Source: an optimization exercise on an open RTL-to-GDS flow (aim: small area, a short achievable clock period and few clock cycles per item). Production flows keep margins and buffers that such runs may drop.
Function was checked by simulation only, so behaviour that the tests miss may differ from the original.
Power figures rest on the tool's default switching activity, not on a simulated workload.

`flow/design.v`:
```
`default_nettype none
module alu_seq_param #(
  parameter int WIDTH = 32,
  parameter int SHW   = $clog2(WIDTH)
) (
  input  logic             clk,
  input  logic             rst,
  input  logic             in_valid,
  output logic             in_ready,
  input  logic [3:0]       op,
  input  logic [3:0]       op1,
  input  logic [WIDTH-1:0] in0,
  input  logic [WIDTH-1:0] in1,
  output logic             out_valid,
  input  logic             out_ready,
  output logic [WIDTH-1:0] out,
  output logic [WIDTH-1:0] out0,
  output logic             carryout,
  output logic             overflow,
  output logic             zero,
  output logic             N,
  output logic             err
);
  localparam int D    = 6;       
  localparam int K    = 3;       
  localparam int W    = 46;       
  localparam int LOW  = 24;     
  localparam int HIW  = 40;     
  localparam int ITW  = 2;
  logic          skid_v, s1_v, s2_v, cpa_v, out_v, mact;
  logic [ITW-1:0] it_q;
  logic [71:0]   skid_q;
  logic          stall, last_it, first, accept, src_v, go, go_mul, go_alu;
  assign stall    = out_v & ~out_ready;
  assign first    = (it_q == '0);
  assign last_it  = (it_q == ITW'(K - 1));
  logic          in_rdy_q;
  assign in_ready = in_rdy_q;
  assign accept   = in_valid & ~skid_v;
  assign src_v    = skid_v | in_valid;
  assign go       = ~stall & src_v & (~n_mul | ~mact | last_it);
  assign go_mul   = go & n_mul;
  assign go_alu   = go & ~n_mul;
  always_ff @(posedge clk) begin
    if (rst) begin
      skid_v <= 1'b0;
      in_rdy_q <= 1'b1;
      s1_v   <= 1'b0;
    end else begin
      skid_v <= src_v & ~go;
      in_rdy_q <= ~(src_v & ~go);
      if (~stall) s1_v <= go_alu;
    end
  end
  always_ff @(posedge clk)
    if (~skid_v) skid_q <= {op, op1, in0, in1};
  logic [3:0]  n_op, n_op1;
  logic [31:0] n_a, n_b, nb;
  assign {n_op, n_op1, n_a, nb} = skid_v ? skid_q : {op, op1, in0, in1};
  logic n_add, n_sft, n_and, n_or, n_xor, n_swp, n_not, n_mul, n_ill;
  always_comb begin
    n_add = (n_op == 4'd0) && (n_op1[3:2] == 2'd0);
    n_sft = (n_op == 4'd1) && (n_op1[3:2] == 2'd0);
    n_and = (n_op == 4'd2) && (n_op1 == 4'd0);
    n_or  = (n_op == 4'd2) && (n_op1 == 4'd1);
    n_xor = (n_op == 4'd2) && (n_op1 == 4'd2);
    n_swp = (n_op == 4'd2) && (n_op1 == 4'd3);
    n_not = (n_op == 4'd2) && (n_op1 == 4'd4);
    n_mul = (n_op == 4'd3) && (n_op1[3:1] == 3'd0);
    n_ill = ~(n_add | n_sft | n_and | n_or | n_xor | n_swp | n_not | n_mul);
    n_b   = nb;
    if (n_add) n_b = (n_op1[0] ? 32'd1 : nb) ^ {32{n_op1[1]}};
  end
  logic        n_left;
  logic [31:0] n_arev;
  assign n_left = ~(n_op1[0] ^ n_op1[1]);                 
  always_comb begin
    for (int i = 0; i < 32; i++) n_arev[i] = n_a[31 - i];
  end
  logic [31:0] a, b;
  logic        k_add, k_sl, k_sr, k_and, k_or, k_xor, k_swp, k_not, k_ill;
  logic        k_sub, k_fill, k_sla;
  always_ff @(posedge clk) begin
    if (~stall) begin
      a     <= (n_sft & n_left) ? n_arev : n_a;
      b     <= n_b;
      k_add <= n_add;
      k_sl  <= n_sft & n_left;
      k_sr  <= n_sft & ~n_left;
      k_and <= n_and;
      k_or  <= n_or;
      k_xor <= n_xor;
      k_swp <= n_swp;
      k_not <= n_not;
      k_ill <= n_ill;
      k_sub <= n_op1[1];
      k_fill <= (n_op1[1:0] == 2'd2) & n_a[31];            
      k_sla <= n_sft & (n_op1[1:0] == 2'd3);
    end
  end
  logic [31:0] sum;
  logic        c32, sum_x;
  assign {c32, sum, sum_x} = {1'b0, a, 1'b1} + {1'b0, b, k_sub};
  logic [32:0] shx;
  logic [31:0] shl;
  always_comb begin
    shx = $signed({k_fill, a, 1'b0}) >>> b[4:0];
    for (int i = 0; i < 32; i++) shl[i] = shx[32 - i];
  end
  logic [31:0] tr, msk;
  logic        sla_ov;
  always_comb begin
    tr[0] = 1'b0;
    for (int i = 1; i < 32; i++) tr[i] = a[31 - i] ^ a[32 - i];
    for (int i = 0; i < 32; i++) msk[i] = (32 - i) <= int'(b[4:0]);
  end
  assign sla_ov = |(tr & msk);
  logic [31:0] res;
  logic        r_cy, r_ov, ill;
  always_comb begin
    res  = ({32{k_add}} & sum)
         | ({32{k_sl}}  & shl)
         | ({32{k_sr}}  & shx[32:1])
         | ({32{k_and}} & (a & b))
         | ({32{k_or}}  & (a | b))
         | ({32{k_xor}} & (a ^ b))
         | ({32{k_swp}} & {a[15:0], a[31:16]})
         | ({32{k_not}} & ~a);
    r_cy = (k_add & (c32 ^ k_sub)) | ((k_sl | k_sr) & shx[0]);
    r_ov = (k_add & (a[31] == b[31]) & (sum[31] != a[31])) | (k_sla & sla_ov);
    ill  = k_ill;
  end
  logic [34:0] dl   [K];
  logic [K-1:0] dl_v;
  always_ff @(posedge clk) begin
    if (rst) dl_v <= '0;
    else if (~stall) dl_v <= {dl_v[K-2:0], s1_v};
  end
  always_ff @(posedge clk) begin
    if (~stall) begin
      dl[0] <= {ill, r_ov, r_cy, res};
      for (int i = 1; i < K; i++) dl[i] <= dl[i - 1];
    end
  end
  logic [31:0] s2_res;
  logic        s2_cy, s2_ov, s2_err;
  assign {s2_err, s2_ov, s2_cy, s2_res} = dl[K-1];
  assign s2_v = dl_v[K-1];
  logic [32:0] ax;
  logic [37-1:0] bx;
  logic        bz_lo;
  logic        mu_ld;
  assign mu_ld = ~mact | (last_it & ~stall);
  always_ff @(posedge clk)
    if (mu_ld) begin
      ax   <= {n_op1[0] & n_a[31], n_a};
      bx   <= {{(37 - 32){n_op1[0] & nb[31]}}, nb};
      bz_lo <= (nb[10:0] == 11'd0);
    end
  logic [2:0]  dg0 [D];
  logic [2:0]  dgn [D];
  logic [D-1:0] one, two, ng, ns;
  logic [32:0] r [D];
  logic [2:0]  h0;
  wire  [31:0] b0 = nb;
  always_comb begin
    dg0[0] = {b0[1], b0[0], 1'b0};
    case (it_q)
      2'd0: dgn[0] = {bx[13], bx[12], bx[11]};
      2'd1: dgn[0] = {bx[25], bx[24], bx[23]};
      default: dgn[0] = 3'b000;
    endcase
  end
  always_comb begin
    dg0[1] = {b0[3], b0[2], b0[1]};
    case (it_q)
      2'd0: dgn[1] = {bx[15], bx[14], bx[13]};
      2'd1: dgn[1] = {bx[27], bx[26], bx[25]};
      default: dgn[1] = 3'b000;
    endcase
  end
  always_comb begin
    dg0[2] = {b0[5], b0[4], b0[3]};
    case (it_q)
      2'd0: dgn[2] = {bx[17], bx[16], bx[15]};
      2'd1: dgn[2] = {bx[29], bx[28], bx[27]};
      default: dgn[2] = 3'b000;
    endcase
  end
  always_comb begin
    dg0[3] = {b0[7], b0[6], b0[5]};
    case (it_q)
      2'd0: dgn[3] = {bx[19], bx[18], bx[17]};
      2'd1: dgn[3] = {bx[31], bx[30], bx[29]};
      default: dgn[3] = 3'b000;
    endcase
  end
  always_comb begin
    dg0[4] = {b0[9], b0[8], b0[7]};
    case (it_q)
      2'd0: dgn[4] = {bx[21], bx[20], bx[19]};
      2'd1: dgn[4] = {bx[33], bx[32], bx[31]};
      default: dgn[4] = 3'b000;
    endcase
  end
  always_comb begin
    dg0[5] = {b0[11], b0[10], b0[9]};
    case (it_q)
      2'd0: dgn[5] = {bx[23], bx[22], bx[21]};
      2'd1: dgn[5] = {bx[35], bx[34], bx[33]};
      default: dgn[5] = 3'b000;
    endcase
  end
  always_ff @(posedge clk) begin
    for (int m = 0; m < D; m++) begin
      logic [2:0] d;
      d = (~mact | last_it) ? dg0[m] : dgn[m];
      if (~mact | ~stall) begin
        one[m] <= d[0] ^ d[1];
        two[m] <= (d[2] & ~d[1] & ~d[0]) | (~d[2] & d[1] & d[0]);
        ng[m]  <= d[2] & ~(d[1] & d[0]);
      end
    end
  end
  always_comb begin
    for (int m = 0; m < D; m++) begin
      for (int i = 0; i < 33; i++)
        r[m][i] = ((one[m] & ax[i]) | (two[m] & (i == 0 ? 1'b0 : ax[i - 1]))) ^ ng[m];
      ns[m] = ~(((one[m] | two[m]) & ax[32]) ^ ng[m]);
    end
    h0 = first ? {ns[0], ~ns[0], ~ns[0]} : {1'b0, 1'b1, ns[0]};
  end
  logic [W-1:0]       acc_s, acc_c;
  logic [W-2*D-1:0]   as, ac;
  assign as = first ? '0 : acc_s[W-1:2*D];
  assign ac = first ? '0 : acc_c[W-1:2*D];
  wire [32:0] r0 = r[0];
  wire [32:0] r1 = r[1];
  wire [32:0] r2 = r[2];
  wire [32:0] r3 = r[3];
  wire [32:0] r4 = r[4];
  wire [32:0] r5 = r[5];
  wire fs0, fc0;
  assign fs0 = ac[6] ^ as[6];
  assign fc0 = ac[6] & as[6];
  wire fs1, fc1;
  assign fs1 = ac[7] ^ as[7];
  assign fc1 = ac[7] & as[7];
  wire fs2, fc2;
  assign fs2 = ac[8] ^ as[8] ^ ng[4];
  assign fc2 = (ac[8] & as[8]) | (ac[8] & ng[4]) | (as[8] & ng[4]);
  wire fs3, fc3;
  assign fs3 = r0[8] ^ r1[6];
  assign fc3 = r0[8] & r1[6];
  wire fs4, fc4;
  assign fs4 = ac[9] ^ as[9] ^ r0[9];
  assign fc4 = (ac[9] & as[9]) | (ac[9] & r0[9]) | (as[9] & r0[9]);
  wire fs5, fc5;
  assign fs5 = r1[7] ^ r2[5];
  assign fc5 = r1[7] & r2[5];
  wire fs6, fc6;
  assign fs6 = ac[10] ^ as[10] ^ ng[5];
  assign fc6 = (ac[10] & as[10]) | (ac[10] & ng[5]) | (as[10] & ng[5]);
  wire fs7, fc7;
  assign fs7 = r0[10] ^ r1[8] ^ r2[6];
  assign fc7 = (r0[10] & r1[8]) | (r0[10] & r2[6]) | (r1[8] & r2[6]);
  wire fs8, fc8;
  assign fs8 = r3[4] ^ r4[2];
  assign fc8 = r3[4] & r4[2];
  wire fs9, fc9;
  assign fs9 = ac[11] ^ as[11] ^ r0[11];
  assign fc9 = (ac[11] & as[11]) | (ac[11] & r0[11]) | (as[11] & r0[11]);
  wire fs10, fc10;
  assign fs10 = r1[9] ^ r2[7] ^ r3[5];
  assign fc10 = (r1[9] & r2[7]) | (r1[9] & r3[5]) | (r2[7] & r3[5]);
  wire fs11, fc11;
  assign fs11 = r4[3] ^ r5[1];
  assign fc11 = r4[3] & r5[1];
  wire fs12, fc12;
  assign fs12 = ac[12] ^ as[12] ^ r0[12];
  assign fc12 = (ac[12] & as[12]) | (ac[12] & r0[12]) | (as[12] & r0[12]);
  wire fs13, fc13;
  assign fs13 = r1[10] ^ r2[8] ^ r3[6];
  assign fc13 = (r1[10] & r2[8]) | (r1[10] & r3[6]) | (r2[8] & r3[6]);
  wire fs14, fc14;
  assign fs14 = r4[4] ^ r5[2];
  assign fc14 = r4[4] & r5[2];
  wire fs15, fc15;
  assign fs15 = ac[13] ^ as[13] ^ r0[13];
  assign fc15 = (ac[13] & as[13]) | (ac[13] & r0[13]) | (as[13] & r0[13]);
  wire fs16, fc16;
  assign fs16 = r1[11] ^ r2[9] ^ r3[7];
  assign fc16 = (r1[11] & r2[9]) | (r1[11] & r3[7]) | (r2[9] & r3[7]);
  wire fs17, fc17;
  assign fs17 = r4[5] ^ r5[3];
  assign fc17 = r4[5] & r5[3];
  wire fs18, fc18;
  assign fs18 = ac[14] ^ as[14] ^ r0[14];
  assign fc18 = (ac[14] & as[14]) | (ac[14] & r0[14]) | (as[14] & r0[14]);
  wire fs19, fc19;
  assign fs19 = r1[12] ^ r2[10] ^ r3[8];
  assign fc19 = (r1[12] & r2[10]) | (r1[12] & r3[8]) | (r2[10] & r3[8]);
  wire fs20, fc20;
  assign fs20 = r4[6] ^ r5[4];
  assign fc20 = r4[6] & r5[4];
  wire fs21, fc21;
  assign fs21 = ac[15] ^ as[15] ^ r0[15];
  assign fc21 = (ac[15] & as[15]) | (ac[15] & r0[15]) | (as[15] & r0[15]);
  wire fs22, fc22;
  assign fs22 = r1[13] ^ r2[11] ^ r3[9];
  assign fc22 = (r1[13] & r2[11]) | (r1[13] & r3[9]) | (r2[11] & r3[9]);
  wire fs23, fc23;
  assign fs23 = r4[7] ^ r5[5];
  assign fc23 = r4[7] & r5[5];
  wire fs24, fc24;
  assign fs24 = ac[16] ^ as[16] ^ r0[16];
  assign fc24 = (ac[16] & as[16]) | (ac[16] & r0[16]) | (as[16] & r0[16]);
  wire fs25, fc25;
  assign fs25 = r1[14] ^ r2[12] ^ r3[10];
  assign fc25 = (r1[14] & r2[12]) | (r1[14] & r3[10]) | (r2[12] & r3[10]);
  wire fs26, fc26;
  assign fs26 = r4[8] ^ r5[6];
  assign fc26 = r4[8] & r5[6];
  wire fs27, fc27;
  assign fs27 = ac[17] ^ as[17] ^ r0[17];
  assign fc27 = (ac[17] & as[17]) | (ac[17] & r0[17]) | (as[17] & r0[17]);
  wire fs28, fc28;
  assign fs28 = r1[15] ^ r2[13] ^ r3[11];
  assign fc28 = (r1[15] & r2[13]) | (r1[15] & r3[11]) | (r2[13] & r3[11]);
  wire fs29, fc29;
  assign fs29 = r4[9] ^ r5[7];
  assign fc29 = r4[9] & r5[7];
  wire fs30, fc30;
  assign fs30 = ac[18] ^ as[18] ^ r0[18];
  assign fc30 = (ac[18] & as[18]) | (ac[18] & r0[18]) | (as[18] & r0[18]);
  wire fs31, fc31;
  assign fs31 = r1[16] ^ r2[14] ^ r3[12];
  assign fc31 = (r1[16] & r2[14]) | (r1[16] & r3[12]) | (r2[14] & r3[12]);
  wire fs32, fc32;
  assign fs32 = r4[10] ^ r5[8];
  assign fc32 = r4[10] & r5[8];
  wire fs33, fc33;
  assign fs33 = ac[19] ^ as[19] ^ r0[19];
  assign fc33 = (ac[19] & as[19]) | (ac[19] & r0[19]) | (as[19] & r0[19]);
  wire fs34, fc34;
  assign fs34 = r1[17] ^ r2[15] ^ r3[13];
  assign fc34 = (r1[17] & r2[15]) | (r1[17] & r3[13]) | (r2[15] & r3[13]);
  wire fs35, fc35;
  assign fs35 = r4[11] ^ r5[9];
  assign fc35 = r4[11] & r5[9];
  wire fs36, fc36;
  assign fs36 = ac[20] ^ as[20] ^ r0[20];
  assign fc36 = (ac[20] & as[20]) | (ac[20] & r0[20]) | (as[20] & r0[20]);
  wire fs37, fc37;
  assign fs37 = r1[18] ^ r2[16] ^ r3[14];
  assign fc37 = (r1[18] & r2[16]) | (r1[18] & r3[14]) | (r2[16] & r3[14]);
  wire fs38, fc38;
  assign fs38 = r4[12] ^ r5[10];
  assign fc38 = r4[12] & r5[10];
  wire fs39, fc39;
  assign fs39 = ac[21] ^ as[21] ^ r0[21];
  assign fc39 = (ac[21] & as[21]) | (ac[21] & r0[21]) | (as[21] & r0[21]);
  wire fs40, fc40;
  assign fs40 = r1[19] ^ r2[17] ^ r3[15];
  assign fc40 = (r1[19] & r2[17]) | (r1[19] & r3[15]) | (r2[17] & r3[15]);
  wire fs41, fc41;
  assign fs41 = r4[13] ^ r5[11];
  assign fc41 = r4[13] & r5[11];
  wire fs42, fc42;
  assign fs42 = ac[22] ^ as[22] ^ r0[22];
  assign fc42 = (ac[22] & as[22]) | (ac[22] & r0[22]) | (as[22] & r0[22]);
  wire fs43, fc43;
  assign fs43 = r1[20] ^ r2[18] ^ r3[16];
  assign fc43 = (r1[20] & r2[18]) | (r1[20] & r3[16]) | (r2[18] & r3[16]);
  wire fs44, fc44;
  assign fs44 = r4[14] ^ r5[12];
  assign fc44 = r4[14] & r5[12];
  wire fs45, fc45;
  assign fs45 = ac[23] ^ as[23] ^ r0[23];
  assign fc45 = (ac[23] & as[23]) | (ac[23] & r0[23]) | (as[23] & r0[23]);
  wire fs46, fc46;
  assign fs46 = r1[21] ^ r2[19] ^ r3[17];
  assign fc46 = (r1[21] & r2[19]) | (r1[21] & r3[17]) | (r2[19] & r3[17]);
  wire fs47, fc47;
  assign fs47 = r4[15] ^ r5[13];
  assign fc47 = r4[15] & r5[13];
  wire fs48, fc48;
  assign fs48 = ac[24] ^ as[24] ^ r0[24];
  assign fc48 = (ac[24] & as[24]) | (ac[24] & r0[24]) | (as[24] & r0[24]);
  wire fs49, fc49;
  assign fs49 = r1[22] ^ r2[20] ^ r3[18];
  assign fc49 = (r1[22] & r2[20]) | (r1[22] & r3[18]) | (r2[20] & r3[18]);
  wire fs50, fc50;
  assign fs50 = r4[16] ^ r5[14];
  assign fc50 = r4[16] & r5[14];
  wire fs51, fc51;
  assign fs51 = ac[25] ^ as[25] ^ r0[25];
  assign fc51 = (ac[25] & as[25]) | (ac[25] & r0[25]) | (as[25] & r0[25]);
  wire fs52, fc52;
  assign fs52 = r1[23] ^ r2[21] ^ r3[19];
  assign fc52 = (r1[23] & r2[21]) | (r1[23] & r3[19]) | (r2[21] & r3[19]);
  wire fs53, fc53;
  assign fs53 = r4[17] ^ r5[15];
  assign fc53 = r4[17] & r5[15];
  wire fs54, fc54;
  assign fs54 = ac[26] ^ as[26] ^ r0[26];
  assign fc54 = (ac[26] & as[26]) | (ac[26] & r0[26]) | (as[26] & r0[26]);
  wire fs55, fc55;
  assign fs55 = r1[24] ^ r2[22] ^ r3[20];
  assign fc55 = (r1[24] & r2[22]) | (r1[24] & r3[20]) | (r2[22] & r3[20]);
  wire fs56, fc56;
  assign fs56 = r4[18] ^ r5[16];
  assign fc56 = r4[18] & r5[16];
  wire fs57, fc57;
  assign fs57 = ac[27] ^ as[27] ^ r0[27];
  assign fc57 = (ac[27] & as[27]) | (ac[27] & r0[27]) | (as[27] & r0[27]);
  wire fs58, fc58;
  assign fs58 = r1[25] ^ r2[23] ^ r3[21];
  assign fc58 = (r1[25] & r2[23]) | (r1[25] & r3[21]) | (r2[23] & r3[21]);
  wire fs59, fc59;
  assign fs59 = r4[19] ^ r5[17];
  assign fc59 = r4[19] & r5[17];
  wire fs60, fc60;
  assign fs60 = ac[28] ^ as[28] ^ r0[28];
  assign fc60 = (ac[28] & as[28]) | (ac[28] & r0[28]) | (as[28] & r0[28]);
  wire fs61, fc61;
  assign fs61 = r1[26] ^ r2[24] ^ r3[22];
  assign fc61 = (r1[26] & r2[24]) | (r1[26] & r3[22]) | (r2[24] & r3[22]);
  wire fs62, fc62;
  assign fs62 = r4[20] ^ r5[18];
  assign fc62 = r4[20] & r5[18];
  wire fs63, fc63;
  assign fs63 = ac[29] ^ as[29] ^ r0[29];
  assign fc63 = (ac[29] & as[29]) | (ac[29] & r0[29]) | (as[29] & r0[29]);
  wire fs64, fc64;
  assign fs64 = r1[27] ^ r2[25] ^ r3[23];
  assign fc64 = (r1[27] & r2[25]) | (r1[27] & r3[23]) | (r2[25] & r3[23]);
  wire fs65, fc65;
  assign fs65 = r4[21] ^ r5[19];
  assign fc65 = r4[21] & r5[19];
  wire fs66, fc66;
  assign fs66 = ac[30] ^ as[30] ^ r0[30];
  assign fc66 = (ac[30] & as[30]) | (ac[30] & r0[30]) | (as[30] & r0[30]);
  wire fs67, fc67;
  assign fs67 = r1[28] ^ r2[26] ^ r3[24];
  assign fc67 = (r1[28] & r2[26]) | (r1[28] & r3[24]) | (r2[26] & r3[24]);
  wire fs68, fc68;
  assign fs68 = r4[22] ^ r5[20];
  assign fc68 = r4[22] & r5[20];
  wire fs69, fc69;
  assign fs69 = ac[31] ^ as[31] ^ r0[31];
  assign fc69 = (ac[31] & as[31]) | (ac[31] & r0[31]) | (as[31] & r0[31]);
  wire fs70, fc70;
  assign fs70 = r1[29] ^ r2[27] ^ r3[25];
  assign fc70 = (r1[29] & r2[27]) | (r1[29] & r3[25]) | (r2[27] & r3[25]);
  wire fs71, fc71;
  assign fs71 = r4[23] ^ r5[21];
  assign fc71 = r4[23] & r5[21];
  wire fs72, fc72;
  assign fs72 = ac[32] ^ as[32] ^ r0[32];
  assign fc72 = (ac[32] & as[32]) | (ac[32] & r0[32]) | (as[32] & r0[32]);
  wire fs73, fc73;
  assign fs73 = r1[30] ^ r2[28] ^ r3[26];
  assign fc73 = (r1[30] & r2[28]) | (r1[30] & r3[26]) | (r2[28] & r3[26]);
  wire fs74, fc74;
  assign fs74 = r4[24] ^ r5[22];
  assign fc74 = r4[24] & r5[22];
  wire fs75, fc75;
  assign fs75 = ac[33] ^ as[33] ^ h0[0];
  assign fc75 = (ac[33] & as[33]) | (ac[33] & h0[0]) | (as[33] & h0[0]);
  wire fs76, fc76;
  assign fs76 = r1[31] ^ r2[29] ^ r3[27];
  assign fc76 = (r1[31] & r2[29]) | (r1[31] & r3[27]) | (r2[29] & r3[27]);
  wire fs77, fc77;
  assign fs77 = r4[25] ^ r5[23];
  assign fc77 = r4[25] & r5[23];
  wire fs78, fc78;
  assign fs78 = h0[1] ^ r1[32] ^ r2[30];
  assign fc78 = (h0[1] & r1[32]) | (h0[1] & r2[30]) | (r1[32] & r2[30]);
  wire fs79, fc79;
  assign fs79 = r3[28] ^ r4[26];
  assign fc79 = r3[28] & r4[26];
  wire fs80, fc80;
  assign fs80 = h0[2] ^ ns[1] ^ r2[31];
  assign fc80 = (h0[2] & ns[1]) | (h0[2] & r2[31]) | (ns[1] & r2[31]);
  wire fs81, fc81;
  assign fs81 = ac[2] ^ as[2];
  assign fc81 = ac[2] & as[2];
  wire fs82, fc82;
  assign fs82 = ac[3] ^ as[3];
  assign fc82 = ac[3] & as[3];
  wire fs83, fc83;
  assign fs83 = ac[4] ^ as[4] ^ ng[2];
  assign fc83 = (ac[4] & as[4]) | (ac[4] & ng[2]) | (as[4] & ng[2]);
  wire fs84, fc84;
  assign fs84 = r0[4] ^ r1[2];
  assign fc84 = r0[4] & r1[2];
  wire fs85, fc85;
  assign fs85 = ac[5] ^ as[5] ^ r0[5];
  assign fc85 = (ac[5] & as[5]) | (ac[5] & r0[5]) | (as[5] & r0[5]);
  wire fs86, fc86;
  assign fs86 = r1[3] ^ r2[1];
  assign fc86 = r1[3] & r2[1];
  wire fs87, fc87;
  assign fs87 = ng[3] ^ fs0 ^ r0[6];
  assign fc87 = (ng[3] & fs0) | (ng[3] & r0[6]) | (fs0 & r0[6]);
  wire fs88, fc88;
  assign fs88 = r1[4] ^ r2[2] ^ r3[0];
  assign fc88 = (r1[4] & r2[2]) | (r1[4] & r3[0]) | (r2[2] & r3[0]);
  wire fs89, fc89;
  assign fs89 = fc0 ^ fs1 ^ r0[7];
  assign fc89 = (fc0 & fs1) | (fc0 & r0[7]) | (fs1 & r0[7]);
  wire fs90, fc90;
  assign fs90 = r1[5] ^ r2[3] ^ r3[1];
  assign fc90 = (r1[5] & r2[3]) | (r1[5] & r3[1]) | (r2[3] & r3[1]);
  wire fs91, fc91;
  assign fs91 = fc1 ^ r2[4] ^ r3[2];
  assign fc91 = (fc1 & r2[4]) | (fc1 & r3[2]) | (r2[4] & r3[2]);
  wire fs92, fc92;
  assign fs92 = r4[0] ^ fs2 ^ fs3;
  assign fc92 = (r4[0] & fs2) | (r4[0] & fs3) | (fs2 & fs3);
  wire fs93, fc93;
  assign fs93 = r3[3] ^ r4[1] ^ fc2;
  assign fc93 = (r3[3] & r4[1]) | (r3[3] & fc2) | (r4[1] & fc2);
  wire fs94, fc94;
  assign fs94 = fc3 ^ fs5 ^ fs4;
  assign fc94 = (fc3 & fs5) | (fc3 & fs4) | (fs5 & fs4);
  wire fs95, fc95;
  assign fs95 = r5[0] ^ fc5 ^ fs6;
  assign fc95 = (r5[0] & fc5) | (r5[0] & fs6) | (fc5 & fs6);
  wire fs96, fc96;
  assign fs96 = fs8 ^ fc4 ^ fs7;
  assign fc96 = (fs8 & fc4) | (fs8 & fs7) | (fc4 & fs7);
  wire fs97, fc97;
  assign fs97 = fc6 ^ fc8 ^ fs11;
  assign fc97 = (fc6 & fc8) | (fc6 & fs11) | (fc8 & fs11);
  wire fs98, fc98;
  assign fs98 = fc7 ^ fs10 ^ fs9;
  assign fc98 = (fc7 & fs10) | (fc7 & fs9) | (fs10 & fs9);
  wire fs99, fc99;
  assign fs99 = fc11 ^ fs14 ^ fc10;
  assign fc99 = (fc11 & fs14) | (fc11 & fc10) | (fs14 & fc10);
  wire fs100, fc100;
  assign fs100 = fc9 ^ fs12 ^ fs13;
  assign fc100 = (fc9 & fs12) | (fc9 & fs13) | (fs12 & fs13);
  wire fs101, fc101;
  assign fs101 = fc14 ^ fs17 ^ fc12;
  assign fc101 = (fc14 & fs17) | (fc14 & fc12) | (fs17 & fc12);
  wire fs102, fc102;
  assign fs102 = fc13 ^ fs15 ^ fs16;
  assign fc102 = (fc13 & fs15) | (fc13 & fs16) | (fs15 & fs16);
  wire fs103, fc103;
  assign fs103 = fc17 ^ fs20 ^ fc15;
  assign fc103 = (fc17 & fs20) | (fc17 & fc15) | (fs20 & fc15);
  wire fs104, fc104;
  assign fs104 = fc16 ^ fs18 ^ fs19;
  assign fc104 = (fc16 & fs18) | (fc16 & fs19) | (fs18 & fs19);
  wire fs105, fc105;
  assign fs105 = fc20 ^ fs23 ^ fc18;
  assign fc105 = (fc20 & fs23) | (fc20 & fc18) | (fs23 & fc18);
  wire fs106, fc106;
  assign fs106 = fc19 ^ fs21 ^ fs22;
  assign fc106 = (fc19 & fs21) | (fc19 & fs22) | (fs21 & fs22);
  wire fs107, fc107;
  assign fs107 = fc23 ^ fs26 ^ fc21;
  assign fc107 = (fc23 & fs26) | (fc23 & fc21) | (fs26 & fc21);
  wire fs108, fc108;
  assign fs108 = fc22 ^ fs24 ^ fs25;
  assign fc108 = (fc22 & fs24) | (fc22 & fs25) | (fs24 & fs25);
  wire fs109, fc109;
  assign fs109 = fc26 ^ fs29 ^ fc24;
  assign fc109 = (fc26 & fs29) | (fc26 & fc24) | (fs29 & fc24);
  wire fs110, fc110;
  assign fs110 = fc25 ^ fs27 ^ fs28;
  assign fc110 = (fc25 & fs27) | (fc25 & fs28) | (fs27 & fs28);
  wire fs111, fc111;
  assign fs111 = fc29 ^ fs32 ^ fc27;
  assign fc111 = (fc29 & fs32) | (fc29 & fc27) | (fs32 & fc27);
  wire fs112, fc112;
  assign fs112 = fc28 ^ fs30 ^ fs31;
  assign fc112 = (fc28 & fs30) | (fc28 & fs31) | (fs30 & fs31);
  wire fs113, fc113;
  assign fs113 = fc32 ^ fs35 ^ fc30;
  assign fc113 = (fc32 & fs35) | (fc32 & fc30) | (fs35 & fc30);
  wire fs114, fc114;
  assign fs114 = fc31 ^ fs33 ^ fs34;
  assign fc114 = (fc31 & fs33) | (fc31 & fs34) | (fs33 & fs34);
  wire fs115, fc115;
  assign fs115 = fc35 ^ fs38 ^ fc33;
  assign fc115 = (fc35 & fs38) | (fc35 & fc33) | (fs38 & fc33);
  wire fs116, fc116;
  assign fs116 = fc34 ^ fs36 ^ fs37;
  assign fc116 = (fc34 & fs36) | (fc34 & fs37) | (fs36 & fs37);
  wire fs117, fc117;
  assign fs117 = fc38 ^ fs41 ^ fc36;
  assign fc117 = (fc38 & fs41) | (fc38 & fc36) | (fs41 & fc36);
  wire fs118, fc118;
  assign fs118 = fc37 ^ fs39 ^ fs40;
  assign fc118 = (fc37 & fs39) | (fc37 & fs40) | (fs39 & fs40);
  wire fs119, fc119;
  assign fs119 = fc41 ^ fs44 ^ fc39;
  assign fc119 = (fc41 & fs44) | (fc41 & fc39) | (fs44 & fc39);
  wire fs120, fc120;
  assign fs120 = fc40 ^ fs42 ^ fs43;
  assign fc120 = (fc40 & fs42) | (fc40 & fs43) | (fs42 & fs43);
  wire fs121, fc121;
  assign fs121 = fc44 ^ fs47 ^ fc42;
  assign fc121 = (fc44 & fs47) | (fc44 & fc42) | (fs47 & fc42);
  wire fs122, fc122;
  assign fs122 = fc43 ^ fs45 ^ fs46;
  assign fc122 = (fc43 & fs45) | (fc43 & fs46) | (fs45 & fs46);
  wire fs123, fc123;
  assign fs123 = fc47 ^ fs50 ^ fc45;
  assign fc123 = (fc47 & fs50) | (fc47 & fc45) | (fs50 & fc45);
  wire fs124, fc124;
  assign fs124 = fc46 ^ fs48 ^ fs49;
  assign fc124 = (fc46 & fs48) | (fc46 & fs49) | (fs48 & fs49);
  wire fs125, fc125;
  assign fs125 = fc50 ^ fs53 ^ fc48;
  assign fc125 = (fc50 & fs53) | (fc50 & fc48) | (fs53 & fc48);
  wire fs126, fc126;
  assign fs126 = fc49 ^ fs51 ^ fs52;
  assign fc126 = (fc49 & fs51) | (fc49 & fs52) | (fs51 & fs52);
  wire fs127, fc127;
  assign fs127 = fc53 ^ fs56 ^ fc51;
  assign fc127 = (fc53 & fs56) | (fc53 & fc51) | (fs56 & fc51);
  wire fs128, fc128;
  assign fs128 = fc52 ^ fs54 ^ fs55;
  assign fc128 = (fc52 & fs54) | (fc52 & fs55) | (fs54 & fs55);
  wire fs129, fc129;
  assign fs129 = fc56 ^ fs59 ^ fc54;
  assign fc129 = (fc56 & fs59) | (fc56 & fc54) | (fs59 & fc54);
  wire fs130, fc130;
  assign fs130 = fc55 ^ fs57 ^ fs58;
  assign fc130 = (fc55 & fs57) | (fc55 & fs58) | (fs57 & fs58);
  wire fs131, fc131;
  assign fs131 = fc59 ^ fs62 ^ fc57;
  assign fc131 = (fc59 & fs62) | (fc59 & fc57) | (fs62 & fc57);
  wire fs132, fc132;
  assign fs132 = fc58 ^ fs60 ^ fs61;
  assign fc132 = (fc58 & fs60) | (fc58 & fs61) | (fs60 & fs61);
  wire fs133, fc133;
  assign fs133 = fc62 ^ fs65 ^ fc60;
  assign fc133 = (fc62 & fs65) | (fc62 & fc60) | (fs65 & fc60);
  wire fs134, fc134;
  assign fs134 = fc61 ^ fs63 ^ fs64;
  assign fc134 = (fc61 & fs63) | (fc61 & fs64) | (fs63 & fs64);
  wire fs135, fc135;
  assign fs135 = fc65 ^ fs68 ^ fc63;
  assign fc135 = (fc65 & fs68) | (fc65 & fc63) | (fs68 & fc63);
  wire fs136, fc136;
  assign fs136 = fc64 ^ fs66 ^ fs67;
  assign fc136 = (fc64 & fs66) | (fc64 & fs67) | (fs66 & fs67);
  wire fs137, fc137;
  assign fs137 = fc68 ^ fs71 ^ fc66;
  assign fc137 = (fc68 & fs71) | (fc68 & fc66) | (fs71 & fc66);
  wire fs138, fc138;
  assign fs138 = fc67 ^ fs69 ^ fs70;
  assign fc138 = (fc67 & fs69) | (fc67 & fs70) | (fs69 & fs70);
  wire fs139, fc139;
  assign fs139 = fc71 ^ fs74 ^ fc69;
  assign fc139 = (fc71 & fs74) | (fc71 & fc69) | (fs74 & fc69);
  wire fs140, fc140;
  assign fs140 = fc70 ^ fs72 ^ fs73;
  assign fc140 = (fc70 & fs72) | (fc70 & fs73) | (fs72 & fs73);
  wire fs141, fc141;
  assign fs141 = fc74 ^ fs77 ^ fc72;
  assign fc141 = (fc74 & fs77) | (fc74 & fc72) | (fs77 & fc72);
  wire fs142, fc142;
  assign fs142 = fc73 ^ fs75 ^ fs76;
  assign fc142 = (fc73 & fs75) | (fc73 & fs76) | (fs75 & fs76);
  wire fs143, fc143;
  assign fs143 = r5[24] ^ fc77 ^ fs79;
  assign fc143 = (r5[24] & fc77) | (r5[24] & fs79) | (fc77 & fs79);
  wire fs144, fc144;
  assign fs144 = fc75 ^ fc76 ^ fs78;
  assign fc144 = (fc75 & fc76) | (fc75 & fs78) | (fc76 & fs78);
  wire fs145, fc145;
  assign fs145 = r3[29] ^ r4[27] ^ r5[25];
  assign fc145 = (r3[29] & r4[27]) | (r3[29] & r5[25]) | (r4[27] & r5[25]);
  wire fs146, fc146;
  assign fs146 = fc79 ^ fc78 ^ fs80;
  assign fc146 = (fc79 & fc78) | (fc79 & fs80) | (fc78 & fs80);
  wire fs147, fc147;
  assign fs147 = 1'b1 ^ r2[32] ^ r3[30];
  assign fc147 = (1'b1 & r2[32]) | (1'b1 & r3[30]) | (r2[32] & r3[30]);
  wire fs148, fc148;
  assign fs148 = r4[28] ^ r5[26] ^ fc80;
  assign fc148 = (r4[28] & r5[26]) | (r4[28] & fc80) | (r5[26] & fc80);
  wire fs149, fc149;
  assign fs149 = ns[2] ^ r3[31] ^ r4[29];
  assign fc149 = (ns[2] & r3[31]) | (ns[2] & r4[29]) | (r3[31] & r4[29]);
  wire fs150, fc150;
  assign fs150 = 1'b1 ^ r3[32];
  assign fc150 = 1'b1 & r3[32];
  wire fs151, fc151;
  assign fs151 = ac[0] ^ as[0];
  assign fc151 = ac[0] & as[0];
  wire fs152, fc152;
  assign fs152 = ac[1] ^ as[1];
  assign fc152 = ac[1] & as[1];
  wire fs153, fc153;
  assign fs153 = ng[1] ^ fs81 ^ r0[2];
  assign fc153 = (ng[1] & fs81) | (ng[1] & r0[2]) | (fs81 & r0[2]);
  wire fs154, fc154;
  assign fs154 = fc81 ^ fs82 ^ r0[3];
  assign fc154 = (fc81 & fs82) | (fc81 & r0[3]) | (fs82 & r0[3]);
  wire fs155, fc155;
  assign fs155 = fc82 ^ r2[0] ^ fs83;
  assign fc155 = (fc82 & r2[0]) | (fc82 & fs83) | (r2[0] & fs83);
  wire fs156, fc156;
  assign fs156 = fc83 ^ fc84 ^ fs86;
  assign fc156 = (fc83 & fc84) | (fc83 & fs86) | (fc84 & fs86);
  wire fs157, fc157;
  assign fs157 = fc86 ^ fc85 ^ fs87;
  assign fc157 = (fc86 & fc85) | (fc86 & fs87) | (fc85 & fs87);
  wire fs158, fc158;
  assign fs158 = fc87 ^ fc88 ^ fs89;
  assign fc158 = (fc87 & fc88) | (fc87 & fs89) | (fc88 & fs89);
  wire fs159, fc159;
  assign fs159 = fc89 ^ fc90 ^ fs91;
  assign fc159 = (fc89 & fc90) | (fc89 & fs91) | (fc90 & fs91);
  wire fs160, fc160;
  assign fs160 = fc91 ^ fs93 ^ fc92;
  assign fc160 = (fc91 & fs93) | (fc91 & fc92) | (fs93 & fc92);
  wire fs161, fc161;
  assign fs161 = fc93 ^ fs95 ^ fc94;
  assign fc161 = (fc93 & fs95) | (fc93 & fc94) | (fs95 & fc94);
  wire fs162, fc162;
  assign fs162 = fc95 ^ fs97 ^ fc96;
  assign fc162 = (fc95 & fs97) | (fc95 & fc96) | (fs97 & fc96);
  wire fs163, fc163;
  assign fs163 = fc97 ^ fc98 ^ fs99;
  assign fc163 = (fc97 & fc98) | (fc97 & fs99) | (fc98 & fs99);
  wire fs164, fc164;
  assign fs164 = fc99 ^ fc100 ^ fs101;
  assign fc164 = (fc99 & fc100) | (fc99 & fs101) | (fc100 & fs101);
  wire fs165, fc165;
  assign fs165 = fc101 ^ fc102 ^ fs103;
  assign fc165 = (fc101 & fc102) | (fc101 & fs103) | (fc102 & fs103);
  wire fs166, fc166;
  assign fs166 = fc103 ^ fc104 ^ fs105;
  assign fc166 = (fc103 & fc104) | (fc103 & fs105) | (fc104 & fs105);
  wire fs167, fc167;
  assign fs167 = fc105 ^ fc106 ^ fs107;
  assign fc167 = (fc105 & fc106) | (fc105 & fs107) | (fc106 & fs107);
  wire fs168, fc168;
  assign fs168 = fc107 ^ fc108 ^ fs109;
  assign fc168 = (fc107 & fc108) | (fc107 & fs109) | (fc108 & fs109);
  wire fs169, fc169;
  assign fs169 = fc109 ^ fc110 ^ fs111;
  assign fc169 = (fc109 & fc110) | (fc109 & fs111) | (fc110 & fs111);
  wire fs170, fc170;
  assign fs170 = fc111 ^ fc112 ^ fs113;
  assign fc170 = (fc111 & fc112) | (fc111 & fs113) | (fc112 & fs113);
  wire fs171, fc171;
  assign fs171 = fc113 ^ fc114 ^ fs115;
  assign fc171 = (fc113 & fc114) | (fc113 & fs115) | (fc114 & fs115);
  wire fs172, fc172;
  assign fs172 = fc115 ^ fc116 ^ fs117;
  assign fc172 = (fc115 & fc116) | (fc115 & fs117) | (fc116 & fs117);
  wire fs173, fc173;
  assign fs173 = fc117 ^ fc118 ^ fs119;
  assign fc173 = (fc117 & fc118) | (fc117 & fs119) | (fc118 & fs119);
  wire fs174, fc174;
  assign fs174 = fc119 ^ fc120 ^ fs121;
  assign fc174 = (fc119 & fc120) | (fc119 & fs121) | (fc120 & fs121);
  wire fs175, fc175;
  assign fs175 = fc121 ^ fc122 ^ fs123;
  assign fc175 = (fc121 & fc122) | (fc121 & fs123) | (fc122 & fs123);
  wire fs176, fc176;
  assign fs176 = fc123 ^ fc124 ^ fs125;
  assign fc176 = (fc123 & fc124) | (fc123 & fs125) | (fc124 & fs125);
  wire fs177, fc177;
  assign fs177 = fc125 ^ fc126 ^ fs127;
  assign fc177 = (fc125 & fc126) | (fc125 & fs127) | (fc126 & fs127);
  wire fs178, fc178;
  assign fs178 = fc127 ^ fc128 ^ fs129;
  assign fc178 = (fc127 & fc128) | (fc127 & fs129) | (fc128 & fs129);
  wire fs179, fc179;
  assign fs179 = fc129 ^ fc130 ^ fs131;
  assign fc179 = (fc129 & fc130) | (fc129 & fs131) | (fc130 & fs131);
  wire fs180, fc180;
  assign fs180 = fc131 ^ fc132 ^ fs133;
  assign fc180 = (fc131 & fc132) | (fc131 & fs133) | (fc132 & fs133);
  wire fs181, fc181;
  assign fs181 = fc133 ^ fc134 ^ fs135;
  assign fc181 = (fc133 & fc134) | (fc133 & fs135) | (fc134 & fs135);
  wire fs182, fc182;
  assign fs182 = fc135 ^ fc136 ^ fs137;
  assign fc182 = (fc135 & fc136) | (fc135 & fs137) | (fc136 & fs137);
  wire fs183, fc183;
  assign fs183 = fc137 ^ fc138 ^ fs139;
  assign fc183 = (fc137 & fc138) | (fc137 & fs139) | (fc138 & fs139);
  wire fs184, fc184;
  assign fs184 = fc139 ^ fc140 ^ fs141;
  assign fc184 = (fc139 & fc140) | (fc139 & fs141) | (fc140 & fs141);
  wire fs185, fc185;
  assign fs185 = fs143 ^ fc141 ^ fc142;
  assign fc185 = (fs143 & fc141) | (fs143 & fc142) | (fc141 & fc142);
  wire fs186, fc186;
  assign fs186 = fs145 ^ fc143 ^ fc144;
  assign fc186 = (fs145 & fc143) | (fs145 & fc144) | (fc143 & fc144);
  wire fs187, fc187;
  assign fs187 = fc145 ^ fs147 ^ fc146;
  assign fc187 = (fc145 & fs147) | (fc145 & fc146) | (fs147 & fc146);
  wire fs188, fc188;
  assign fs188 = r5[27] ^ fc147 ^ fs149;
  assign fc188 = (r5[27] & fc147) | (r5[27] & fs149) | (fc147 & fs149);
  wire fs189, fc189;
  assign fs189 = r4[30] ^ r5[28] ^ fs150;
  assign fc189 = (r4[30] & r5[28]) | (r4[30] & fs150) | (r5[28] & fs150);
  wire fs190, fc190;
  assign fs190 = ns[3] ^ r4[31] ^ r5[29];
  assign fc190 = (ns[3] & r4[31]) | (ns[3] & r5[29]) | (r4[31] & r5[29]);
  wire fs191, fc191;
  assign fs191 = 1'b1 ^ r4[32];
  assign fc191 = 1'b1 & r4[32];
  wire fs192, fc192;
  assign fs192 = ng[0] ^ fs151;
  assign fc192 = ng[0] & fs151;
  wire fs193, fc193;
  assign fs193 = fc151 ^ fs152 ^ r0[1];
  assign fc193 = (fc151 & fs152) | (fc151 & r0[1]) | (fs152 & r0[1]);
  wire fs194, fc194;
  assign fs194 = fc152 ^ r1[0] ^ fs153;
  assign fc194 = (fc152 & r1[0]) | (fc152 & fs153) | (r1[0] & fs153);
  wire fs195, fc195;
  assign fs195 = r1[1] ^ fc153 ^ fs154;
  assign fc195 = (r1[1] & fc153) | (r1[1] & fs154) | (fc153 & fs154);
  wire fs196, fc196;
  assign fs196 = fs84 ^ fc154 ^ fs155;
  assign fc196 = (fs84 & fc154) | (fs84 & fs155) | (fc154 & fs155);
  wire fs197, fc197;
  assign fs197 = fs85 ^ fc155 ^ fs156;
  assign fc197 = (fs85 & fc155) | (fs85 & fs156) | (fc155 & fs156);
  wire fs198, fc198;
  assign fs198 = fs88 ^ fc156 ^ fs157;
  assign fc198 = (fs88 & fc156) | (fs88 & fs157) | (fc156 & fs157);
  wire fs199, fc199;
  assign fs199 = fs90 ^ fc157 ^ fs158;
  assign fc199 = (fs90 & fc157) | (fs90 & fs158) | (fc157 & fs158);
  wire fs200, fc200;
  assign fs200 = fs92 ^ fc158 ^ fs159;
  assign fc200 = (fs92 & fc158) | (fs92 & fs159) | (fc158 & fs159);
  wire fs201, fc201;
  assign fs201 = fc159 ^ fs94 ^ fs160;
  assign fc201 = (fc159 & fs94) | (fc159 & fs160) | (fs94 & fs160);
  wire fs202, fc202;
  assign fs202 = fs96 ^ fc160 ^ fs161;
  assign fc202 = (fs96 & fc160) | (fs96 & fs161) | (fc160 & fs161);
  wire fs203, fc203;
  assign fs203 = fs98 ^ fc161 ^ fs162;
  assign fc203 = (fs98 & fc161) | (fs98 & fs162) | (fc161 & fs162);
  wire fs204, fc204;
  assign fs204 = fs100 ^ fc162 ^ fs163;
  assign fc204 = (fs100 & fc162) | (fs100 & fs163) | (fc162 & fs163);
  wire fs205, fc205;
  assign fs205 = fs102 ^ fc163 ^ fs164;
  assign fc205 = (fs102 & fc163) | (fs102 & fs164) | (fc163 & fs164);
  wire fs206, fc206;
  assign fs206 = fs104 ^ fc164 ^ fs165;
  assign fc206 = (fs104 & fc164) | (fs104 & fs165) | (fc164 & fs165);
  wire fs207, fc207;
  assign fs207 = fs106 ^ fc165 ^ fs166;
  assign fc207 = (fs106 & fc165) | (fs106 & fs166) | (fc165 & fs166);
  wire fs208, fc208;
  assign fs208 = fs108 ^ fc166 ^ fs167;
  assign fc208 = (fs108 & fc166) | (fs108 & fs167) | (fc166 & fs167);
  wire fs209, fc209;
  assign fs209 = fs110 ^ fc167 ^ fs168;
  assign fc209 = (fs110 & fc167) | (fs110 & fs168) | (fc167 & fs168);
  wire fs210, fc210;
  assign fs210 = fs112 ^ fc168 ^ fs169;
  assign fc210 = (fs112 & fc168) | (fs112 & fs169) | (fc168 & fs169);
  wire fs211, fc211;
  assign fs211 = fs114 ^ fc169 ^ fs170;
  assign fc211 = (fs114 & fc169) | (fs114 & fs170) | (fc169 & fs170);
  wire fs212, fc212;
  assign fs212 = fs116 ^ fc170 ^ fs171;
  assign fc212 = (fs116 & fc170) | (fs116 & fs171) | (fc170 & fs171);
  wire fs213, fc213;
  assign fs213 = fs118 ^ fc171 ^ fs172;
  assign fc213 = (fs118 & fc171) | (fs118 & fs172) | (fc171 & fs172);
  wire fs214, fc214;
  assign fs214 = fs120 ^ fc172 ^ fs173;
  assign fc214 = (fs120 & fc172) | (fs120 & fs173) | (fc172 & fs173);
  wire fs215, fc215;
  assign fs215 = fs122 ^ fc173 ^ fs174;
  assign fc215 = (fs122 & fc173) | (fs122 & fs174) | (fc173 & fs174);
  wire fs216, fc216;
  assign fs216 = fs124 ^ fc174 ^ fs175;
  assign fc216 = (fs124 & fc174) | (fs124 & fs175) | (fc174 & fs175);
  wire fs217, fc217;
  assign fs217 = fs126 ^ fc175 ^ fs176;
  assign fc217 = (fs126 & fc175) | (fs126 & fs176) | (fc175 & fs176);
  wire fs218, fc218;
  assign fs218 = fs128 ^ fc176 ^ fs177;
  assign fc218 = (fs128 & fc176) | (fs128 & fs177) | (fc176 & fs177);
  wire fs219, fc219;
  assign fs219 = fs130 ^ fc177 ^ fs178;
  assign fc219 = (fs130 & fc177) | (fs130 & fs178) | (fc177 & fs178);
  wire fs220, fc220;
  assign fs220 = fs132 ^ fc178 ^ fs179;
  assign fc220 = (fs132 & fc178) | (fs132 & fs179) | (fc178 & fs179);
  wire fs221, fc221;
  assign fs221 = fs134 ^ fc179 ^ fs180;
  assign fc221 = (fs134 & fc179) | (fs134 & fs180) | (fc179 & fs180);
  wire fs222, fc222;
  assign fs222 = fs136 ^ fc180 ^ fs181;
  assign fc222 = (fs136 & fc180) | (fs136 & fs181) | (fc180 & fs181);
  wire fs223, fc223;
  assign fs223 = fs138 ^ fc181 ^ fs182;
  assign fc223 = (fs138 & fc181) | (fs138 & fs182) | (fc181 & fs182);
  wire fs224, fc224;
  assign fs224 = fs140 ^ fc182 ^ fs183;
  assign fc224 = (fs140 & fc182) | (fs140 & fs183) | (fc182 & fs183);
  wire fs225, fc225;
  assign fs225 = fs142 ^ fc183 ^ fs184;
  assign fc225 = (fs142 & fc183) | (fs142 & fs184) | (fc183 & fs184);
  wire fs226, fc226;
  assign fs226 = fs144 ^ fc184 ^ fs185;
  assign fc226 = (fs144 & fc184) | (fs144 & fs185) | (fc184 & fs185);
  wire fs227, fc227;
  assign fs227 = fs146 ^ fc185 ^ fs186;
  assign fc227 = (fs146 & fc185) | (fs146 & fs186) | (fc185 & fs186);
  wire fs228, fc228;
  assign fs228 = fs148 ^ fc186 ^ fs187;
  assign fc228 = (fs148 & fc186) | (fs148 & fs187) | (fc186 & fs187);
  wire fs229, fc229;
  assign fs229 = fc148 ^ fs188 ^ fc187;
  assign fc229 = (fc148 & fs188) | (fc148 & fc187) | (fs188 & fc187);
  wire fs230, fc230;
  assign fs230 = fc149 ^ fs189 ^ fc188;
  assign fc230 = (fc149 & fs189) | (fc149 & fc188) | (fs189 & fc188);
  wire fs231, fc231;
  assign fs231 = fc150 ^ fs190 ^ fc189;
  assign fc231 = (fc150 & fs190) | (fc150 & fc189) | (fs190 & fc189);
  wire fs232, fc232;
  assign fs232 = r5[30] ^ fs191 ^ fc190;
  assign fc232 = (r5[30] & fs191) | (r5[30] & fc190) | (fs191 & fc190);
  wire fs233, fc233;
  assign fs233 = ns[4] ^ r5[31] ^ fc191;
  assign fc233 = (ns[4] & r5[31]) | (ns[4] & fc191) | (r5[31] & fc191);
  wire fs234, fc234;
  assign fs234 = 1'b1 ^ r5[32];
  assign fc234 = 1'b1 & r5[32];
  logic [2*D:0]   lo_sum;
  logic           lo_cy;
  logic           mzero;
  logic [LOW-1:0] plo;
  logic           lo_x;
  assign {lo_sum, lo_x} = {1'b0, acc_s[2*D-1:0], 1'b1} + {1'b0, acc_c[2*D-1:0], lo_cy & (it_q != ITW'(1))};
  always_ff @(posedge clk) begin
    if (rst) begin
      it_q  <= '0;
      cpa_v <= 1'b0;
      mact  <= 1'b0;
    end else if (~stall) begin
      cpa_v <= mact & last_it;
      mact  <= go_mul | (mact & ~last_it);
      it_q  <= (mact & ~last_it) ? it_q + 1'b1 : '0;
    end
  end
  always_ff @(posedge clk) begin
    if (~stall & mact) begin
      acc_s <= {1'b0, 1'b1, ns[5], fs234, fs233, fs232, fs231, fs230, fc228, fc227, fc226, fc225, fc224, fc223, fc222, fc221, fc220, fc219, fc218, fc217, fc216, fc215, fc214, fc213, fc212, fc211, fc210, fc209, fc208, fc207, fc206, fc205, fc204, fc203, fc202, fc201, fc200, fc199, fc198, fc197, fc196, fc195, fc194, fc193, fc192, r0[0]};
      acc_c <= {1'b0, 1'b0, fc234, fc233, fc232, fc231, fc230, fc229, fs229, fs228, fs227, fs226, fs225, fs224, fs223, fs222, fs221, fs220, fs219, fs218, fs217, fs216, fs215, fs214, fs213, fs212, fs211, fs210, fs209, fs208, fs207, fs206, fs205, fs204, fs203, fs202, fs201, fs200, fs199, fs198, fs197, fs196, fs195, fs194, fs193, fs192};
      if (last_it) mzero <= (ax == 33'd0) || (bz_lo && (bx[37-1:11] == '0));
      if (~first) begin
        lo_cy <= lo_sum[2*D];
        for (int i = 1; i < K; i++)
          if (it_q == ITW'(i)) plo[2*D*(i-1) +: 2*D] <= lo_sum[2*D-1:0];
      end
    end
  end
  logic [HIW-1:0] phi;
  logic           phi_x;
  assign {phi, phi_x} = {acc_s[HIW-1:0], 1'b1} + {acc_c[HIW-1:0], lo_cy};
  logic [31:0] o_q, o0_q;
  logic        cy_q, ov_q, z_q, n_q, e_q;
  always_ff @(posedge clk) begin
    if (rst) out_v <= 1'b0;
    else if (~stall) out_v <= cpa_v | s2_v;
  end
  always_ff @(posedge clk) begin
    if (~stall) begin
      if (cpa_v) begin
        {o0_q, o_q} <= {phi, plo};
        cy_q <= 1'b0;
        ov_q <= 1'b0;
        z_q  <= mzero;
        n_q  <= phi[HIW-1];
        e_q  <= 1'b0;
      end else begin
        o_q  <= s2_res;
        o0_q <= 32'd0;
        cy_q <= s2_cy;
        ov_q <= s2_ov;
        z_q  <= (s2_res == 32'd0);
        n_q  <= s2_res[31];
        e_q  <= s2_err;
      end
    end
  end
  assign out_valid = out_v;
  assign out       = o_q;
  assign out0      = o0_q;
  assign carryout  = cy_q;
  assign overflow  = ov_q;
  assign zero      = z_q;
  assign N         = n_q;
  assign err       = e_q;
endmodule
`default_nettype wire
```
`flow/run.sh`:
```
#!/bin/bash
# synth_recipe.tcl (not shown) runs the flow's synth.tcl, then flattens the netlist and writes it again
# the make line also repeats each setting of config.mk as NAME=value (left out here)
make -C /OpenROAD-flow-scripts/flow DESIGN_CONFIG=/design/flow/config.mk WORK_HOME=/design/flow/orfs CLKGATE_MAP_FILE= SYNTH_SCRIPT=/design/flow/synth_recipe.tcl finish
```
`flow/config.mk`:
```
export PLATFORM = sky130hd
export DESIGN_NAME = alu_seq_param
export DESIGN_NICKNAME = alu_seq_param
export VERILOG_FILES = /design/flow/design.v
export SDC_FILE = /design/flow/constraint.sdc
export NUM_CORES = 4
export LEC_CHECK = 0
export CAP_MARGIN = 20
export CORE_MARGIN = 2
export CORE_UTILIZATION = 40
export SETUP_SLACK_MARGIN = 4.6
export SLEW_MARGIN = 20
```
`flow/constraint.sdc`:
```
create_clock -name core_clock -period 8.0 [get_ports {clk}]
set_input_delay 1.6000 -clock core_clock [delete_from_list [all_inputs] [get_ports {clk}]]
set_output_delay 1.6000 -clock core_clock [all_outputs]
set_load 0.01 [all_outputs]
```
==> results of run 1 <==
[final cells by class]
cell class	instances	area, um^2
clock inverters	31	334.1
fillers	8187	47460
multi-input cells	2194	19330
inverters	378	1484
well taps	1176	1471
repair buffers	321	3316
repair inverters	4	41.29
clock buffers	78	1610
flip-flops and latches	521	14820
[path summary, 6_finish.rpt]
kind,startpoint,endpoint,slack (ps),cells after the start
max,a[19],dl[0][32],4510,9
min,dl[1][8],dl[2][8],410,0
max reg2reg,a[19],dl[0][32],4510,9
min reg2reg,dl[1][8],dl[2][8],410,0
[sequential cells by signal (all words and copies together), names as in the netlist, 2 cells and up]
signal	cells
o0_q	32
acc_s	44
it_q	2
dl	105
plo	24
ng	6
ax	33
one	6
skid_q	72
o_q	32
acc_c	44
dl_v	3
a	32
b	32
two	6
bx	22
[Yosys cell counts (22+ instances only)]
cell	number	share of area [%]
a21o_1	34	0.71
a21oi_1	118	1.6
a22oi_1	207	4.3
buf_1	41	0.43
clkbuf_1	187	1.9
dfxtp_1	83	4.6
edfxtp_1	438	36
fa_1	195	11
ha_1	157	5.4
inv_1	374	3.9
mux2_2	72	2.2
mux2i_1	86	2.4
mux4_2	26	1.6
nand2_1	276	2.9
nand3_1	35	0.48
nand4_1	26	0.45
nor2_1	113	1.2
nor2b_1	35	0.61
nor3_1	33	0.46
nor4_1	28	0.48
o211ai_1	22	0.46
o21ai_0	113	1.6
xnor2_1	243	5.9
xor2_1	79	1.9
[logic make-up (layout without fill, tap and decap cells)]
group,after synthesis,count (layout),share of synthesized area (%)
AO/OA/AOI/OAI,720,720,13.85
XOR/XNOR,322,322,7.795
adder cells (fa/ha/maj),353,353,16.25
buffers and inverters,635,812,6.789
flip-flops,521,521,40.95
multiplexers,191,191,6.713
AND/OR/NAND/NOR,606,608,7.657
[worst max-delay path, stage by stage (launching register included)]
cell and delay [ps]:
edfxtp_1 760, inv_1 180, ha_1 460, a21oi_1 310, o221ai_1 350, a31oi_1 300
o21ai_0 160, a21oi_1 170, o211ai_1 120, o311ai_0 420
[layout by cell type, fill, tap and decap left out, types with 34 or more instances in the layout]
| cell | netlist | layout |
|---|---|---|
| ha_1 | 157 | 149 |
| nand2_1 | 276 | 274 |
| mux2_2 | 72 | 72 |
| clkdlybuf4s50_1 | 0 | 146 |
| nor2_1 | 113 | 113 |
| buf_4 | 7 | 124 |
| xnor2_1 | 243 | 243 |
| fa_1 | 195 | 169 |
| dfxtp_1 | 83 | 79 |
| a21oi_1 | 118 | 116 |
| a22oi_1 | 207 | 185 |
| xor2_1 | 79 | 76 |
| inv_1 | 374 | 362 |
| clkbuf_16 | 0 | 68 |
| a21o_1 | 34 | 34 |
| mux2i_1 | 86 | 86 |
| edfxtp_1 | 438 | 438 |
| nand3_1 | 35 | 34 |
| o21ai_0 | 113 | 108 |
[through the flow]
step	power, mW	instance area, um^2
floorplan	5.157	36340
global placement	6.018	38560
detailed placement	6.064	38560
CTS	8.817	41010
global route	9.398	42410
finish	8.894	42410
[per-layer routing]
| metal | GRT usage (%) | up-vias | share of wire [%] |
|---|---|---|---|
| met1 | 34.56 | 13500 | 43 |
| met3 | 3.609 | 226 | 8.9 |
| met5 | 0 | - | 0.023 |
| met4 | 7.161 | 4 | 3.5 |
| li1 | - | 12090 | - |
| met2 | 36.75 | 1356 | 44 |
[report_power, final]
part / total [mW] / internal (mW) / leakage, nW / switching (mW)
combinational: 2.81 / 1.17 / 10.5 / 1.63
sequential: 3.37 / 3.27 / 5.44 / 0.0993
clock: 2.72 / 1.58 / 0.937 / 1.14
[repair_timing]
action,in CTS,in global routing
setup endpoints to repair,315,142
gates cloned,4,11
buffers inserted,26,92
hold buffers,0,0
gates resized for setup,46,104
pin swaps,8,57
==> reports/summary.txt, run 1 <==
P&R area growth vs syn - 17.23%
RSZ-0062 raised after global routing - true
Post-Layout Cell Count - 4,703
clock period minus worst slack - 3492 ps
n_diodes - 0
number of CTS-inserted buffers - 59
Seq/Total Area, Yosys - 40.95%
Critical Path Sink Type - flop
relative max-transition margin - 22.26%
EDFF count, synth - 438
post-placement cell count - 4,461
Die Footprint - 92,870 um^2
H-tree depth - 2
drt pass-1 iters - 6
GRT Overall Usage - 23.81%
Initial Util - 40.25%
Setup TNS - 0 ps
hpwl dp - 80,020 um
PnR worst setup slack - 4508 ps
Max Clock Freq - 286.4 MHz
cells after synthesis - 3,348
DRC Markers - 0
Via density - 5.779
Rows - 110
Clock Skew - 26.74 ps
initial antenna violation count - 5
Via Count - 27,180
vias in the first global route - 25,990
layout cells sized above 1 - 13.55%
mapped cell area - 36,180 um^2
Clk Latency, worst-skew pair - 650 ps
worst-margin pin slew - 1154 ps
IO Pins - 147
final count of hold timing violations - 0
CTS Root Cell - clkbuf_16
pin count of the biggest net entering global routing - 97
Routed WL - 116,300 um
dpl ws - 3459 ps
number of I/O port buffers - 146
RD Place Congestion - 0.9959
Core Region - 89,870 um^2
CTS tree - built
average cell area after synthesis - 10.81 um^2
crit-path max FO - 10
max cap viols - 0
Hold/Removal Path Class - flop to flop
Final Setup Violations - 0
Post-synth top flop - edfxtp_1
worst path required time - 8400 ps
status - timing/DRC/antenna clean
leak pwr - 16.91 nW
#FFs+latches synth - 521
GRT overflow - 0
CTS Buffer Depth - 3
antenna viol nets, final - 0
first-pass GRT wire length - 168,100 um
Final Max Slew Viols - 0
Final Core Density - 47.19%
WS Path Type - flop to flop
clk sinks - 521
final net count - 3,907
Mapped Nets - 3,776
routed len/inst - 24.72 um
Clk pin slew, worst setup/hold paths - 60 ps
Synthesis Warnings - 5
VDD IR-drop max - 0.1729 mV
FFs w/ async S/R, synth - 0%
Final Cycle Share - 43.65%
Die Ht - 304.7 um
Initial DRC Count - 3,084
pwr dens - 209.7 nW/um^2
Worst Setup Start Kind - flop
crit path DAT - 3890 ps
DIE WIDTH - 304.7 um
Fin Hold WS - 412.8 ps
Yosys cell types - 82
Testbench counts, summed over its fixed seeds: cycles 3,837, items 3,200.
==> run 2, diff against run 1 <==
--- a/flow/config.mk
+++ b/flow/config.mk
@@ -7,6 +7,7 @@
 export LEC_CHECK = 0
 export CAP_MARGIN = 20
 export CORE_MARGIN = 2
-export CORE_UTILIZATION = 40
+export CORE_UTILIZATION = 60
+export PLACE_DENSITY = 0.7
 export SETUP_SLACK_MARGIN = 4.6
 export SLEW_MARGIN = 20
==> run 2 against run 1 <==
  * Sequential share of layout area up 0.73 points
  * Still clean on timing, DRC and antenna
  * First-iteration DRC count up 13%
  * Sequential power about the same
  * Via count is 2.4% higher
  * Wire length is 3.7% lower
  * Die area decreased by 33%
  * Global-route usage grew 11 points
  * Worst hold slack worse by 3.2 ps
  * Combinational power decreased by 2%
  * Synthesized cell count did not move
  * Clock skew grew 12 ps
  * Critical path type unchanged
==> reports/summary.txt, run 2 <==
number of CTS-inserted buffers - 54 (-8.5%)
Worst Setup Start Kind - flop
vias in the first global route - 26,610 (+2.4%)
Fin Hold WS - 409.6 ps (-3.193 ps)
GRT Overall Usage - 34.97% (+11 points)
Routed WL - 112,000 um (-3.7%)
Hold/Removal Path Class - flop to flop
RSZ-0062 raised after global routing - true
Synthesis Warnings - 5 (unchanged)
mapped cell area - 36,180 um^2 (unchanged)
Overall Power - 8.700 mW (-2.2%)
DRC Markers - 0 (unchanged)
FFs w/ async S/R, synth - 0% (unchanged)
crit-path max FO - 5 (-5)
VDD IR-drop max - 0.1838 mV (+6.3%)
antenna viol nets, final - 0 (unchanged)
max incr delay on CP - 550 ps (-210 ps)
post-synth top area share - 36.35% (unchanged)
cells after synthesis - 3,348 (unchanged)
CTS Buffer Depth - 3 (unchanged)
Via Count - 27,830 (+2.4%)
pwr dens - 209.4 nW/um^2 (-0.14%)
routed len/inst - 26.18 um (+5.9%)
worst-path cell chain - inv_1 > fa_1 > nor2b_1 > o2111ai_1 > nand3_1 > nand3_1 > a21oi_2 > o21ai_2 > nor3b_1 > o31ai_1
Clk pin slew, worst setup/hold paths - 60 ps (about the same)
initial antenna violation count - 2 (-3)
first-pass GRT wire length - 165,100 um (-1.8%)
Initial Util - 60.28% (+20 points)
P&R area growth vs syn - 14.83%
status - timing/DRC/antenna clean
Core Region - 60,020 um^2 (-33%)
#FFs+latches synth - 521 (unchanged)
area leader, netlist - edfxtp_1
Final Core Density - 69.21% (+22 points)
clk sinks - 521 (unchanged)
final net count - 3,884 (-0.59%)
WP buf/inv - 1 (unchanged)
pin count of the biggest net entering global routing - 92 (-5.2%)
R2R setup slack - 4550 ps (+50 ps)
Top Registers - dl: 105 flops, skid_q: 72 flops
final count of hold timing violations - 0 (unchanged)
crit path DAT - 3780 ps (-110 ps)
most common cell after layout, fill and taps aside - edfxtp_1
Largest Register - dl
Post-synth top cells - 438 x edfxtp_1, 374 x inv_1, 276 x nand2_1, 243 x xnor2_1, 207 x a22oi_1
CP dominant cell by count - nand3_1
CTS tree - built
leak pwr - 16.78 nW (-0.75%)
Critical Path Sink Type - flop
IO Pins - 147 (unchanged)
post-placement cell count - 4,064 (-8.9%)
drt pass-1 iters - 9 (+3)
Yosys cell types - 82 (unchanged)
Post-Layout Cell Count - 4,278 (-9.0%)
Post-DP Area - 38,040 um^2 (-1.4%)
Clk Latency, worst-skew pair - 640 ps (about the same)
Via density - 6.506 (+13%)
Final Cycle Share - 43.08% (-0.57 points)
most area-consuming cells after synthesis - edfxtp_1 36%, fa_1 11%, xnor2_1 5.9%, ha_1 5.4%, dfxtp_1 4.6%
worst-margin pin slew - 1100 ps (-54.24 ps)
WS Path Type - flop to flop
DIE WIDTH - 249.6 um (-18%)
dpl ws - 3560 ps (+100.9 ps)
CP max stage cell - edfxtp_1
final instance area - 41,540 um^2 (-2.0%)
most frequent cell after synthesis - edfxtp_1
relative max-transition margin - 25.92% (+3.7 points)
Final Max Slew Viols - 0 (unchanged)
PnR worst setup slack - 4554 ps (+45.47 ps)
Largest register FFs - 105 (unchanged)
H-tree depth - 2 (unchanged)
clock period minus worst slack - 3447 ps (-45.47 ps)
Final Setup Violations - 0 (unchanged)
layout cells sized above 1 - 12.53% (-1.0 points)
Setup TNS - 0 ps (unchanged)
number of I/O port buffers - 146 (unchanged)
Die Footprint - 62,280 um^2 (-33%)
average cell area after synthesis - 10.81 um^2 (unchanged)
Crit path max-delay family - compound AO/OA/AOI/OAI gates
Mapped Nets - 3,776 (unchanged)
worst path required time - 8340 ps (-60 ps)
CTS Root Cell - clkbuf_16
EDFF count, synth - 438 (unchanged)
GRT overflow - 0 (unchanged)
Seq/Total Area, Yosys - 40.95% (unchanged)
hpwl dp - 78,450 um (-2.0%)
Clock Skew - 38.48 ps (+11.74 ps)
max cap viols - 0 (unchanged)
RD Place Congestion - 1.041 (+4.5%)
FILL cells - 4,378 (-47%)
Rows - 90 (-18%)
Max Clock Freq - 290.1 MHz (+1.3%)
Post-synth top flop - edfxtp_1
commonest cells after routing, fill and taps aside - 438 x edfxtp_1, 367 x inv_1, 268 x nand2_1
Die Ht - 249.6 um (-18%)
Initial DRC Count - 3,485 (+13%)
==> run 2: path summary, 6_finish.rpt <==
check,from,end,cells past startpoint
worst min-delay path,dl[0][9],dl[1][9],0
worst max register to register,a[0],dl[0][23],10
worst max-delay path,a[0],dl[0][23],10
worst min register to register,dl[0][9],dl[1][9],0
==> run 2: cells by family after synthesis <==
family                     after synthesis  synth area share, %
AOI/OAI and AO/OA                      720                13.85
and+or+nand+nor                        606                7.657
xor gates and xnor gates               322                7.795
buffers and inverters                  635                6.789
adders and majority gates              353                16.25
muxes                                  191                6.713
DFF                                    521                40.95
==> run 2: worst register-to-register path: cells and delay by family, from the launching register on <==
family,cells,cell delay (ps)
DFF,1,550
and+or+nand+nor,4,770
adders and majority gates,1,490
AOI/OAI and AO/OA,4,1100
buffers and inverters,1,230
==> run 2: per-layer routing <==
metal	share of wire [%]	GRT usage, %
met1	40	49.82
met2	44	53.57
met3	11	6.946
met4	4.5	12.67
met5	0	0
==> run 2: final cells by class <==
type	count	area (um^2)	area share [%]
Multi-Input combinational cell	2194	19270	46.40
Sequential cell	521	14820	35.68
Timing Repair Buffer	306	3147	7.575
Inverter	378	1498	3.605
Clock buffer	63	1448	3.485
Tap cell	782	978.4	2.355
Clock inverter	32	356.6	0.8584
Timing Repair inverter	1	16.27	0.03915
Antenna cell	1	2.502	0.006024
==> run 2: where the power goes <==
part           internal (mW)  total [mW]  switching (mW)
clock                   1.49        2.56            1.07
combinational           1.15        2.76            1.61
sequential              3.27        3.38           0.112
==> run 2: what timing repair did <==
action                                  4_1_cts  5_1_grt
endpoints found under the setup margin      349      136
pin swaps                                     2       20
gates cloned                                  4        7
hold buffers                                  0        0
resized for setup                            48       74
endpoints found under the hold margin         0        0
buffers inserted                             25       82

port drivers added, routing unchanged:
The results above use ideal ports. As a check the final layouts listed here were re-extracted and re-timed, cells and wires unchanged.
Step 1 sets driving cells, clkbuf_16 on the clock port and buf_2 on the other inputs (assumed; they add their load-dependent delay and slew).
Step 2 times the ports against the registers' clock, not the clock port: input delays grow and output delays shrink by t, the midpoint of the rising clock arrivals with the driver on.
a / b / c = no drivers / after step 1 / after step 2; a / b = the first two.
| run | shift t [ns] | slack for setup (ns) | worst setup path at the end | slew at the worst register clock pin (ns) | worst slew at a driven data input, ns |
|---|---|---|---|---|---|
| run 1 | 0.702 | 4.508 / 4.508 / 4.032 | input to register | 0.07 / 0.07 | 0.05 |
| run 2 | 0.692 | 4.554 / 4.554 / 4.128 | input to register | 0.06 / 0.06 | 0.06 |
After both steps setup and hold are still met in every run listed. For run 1, which loses most, drivers alone change the setup slack by 0.000 ns; drivers and shift together by -0.476 ns.
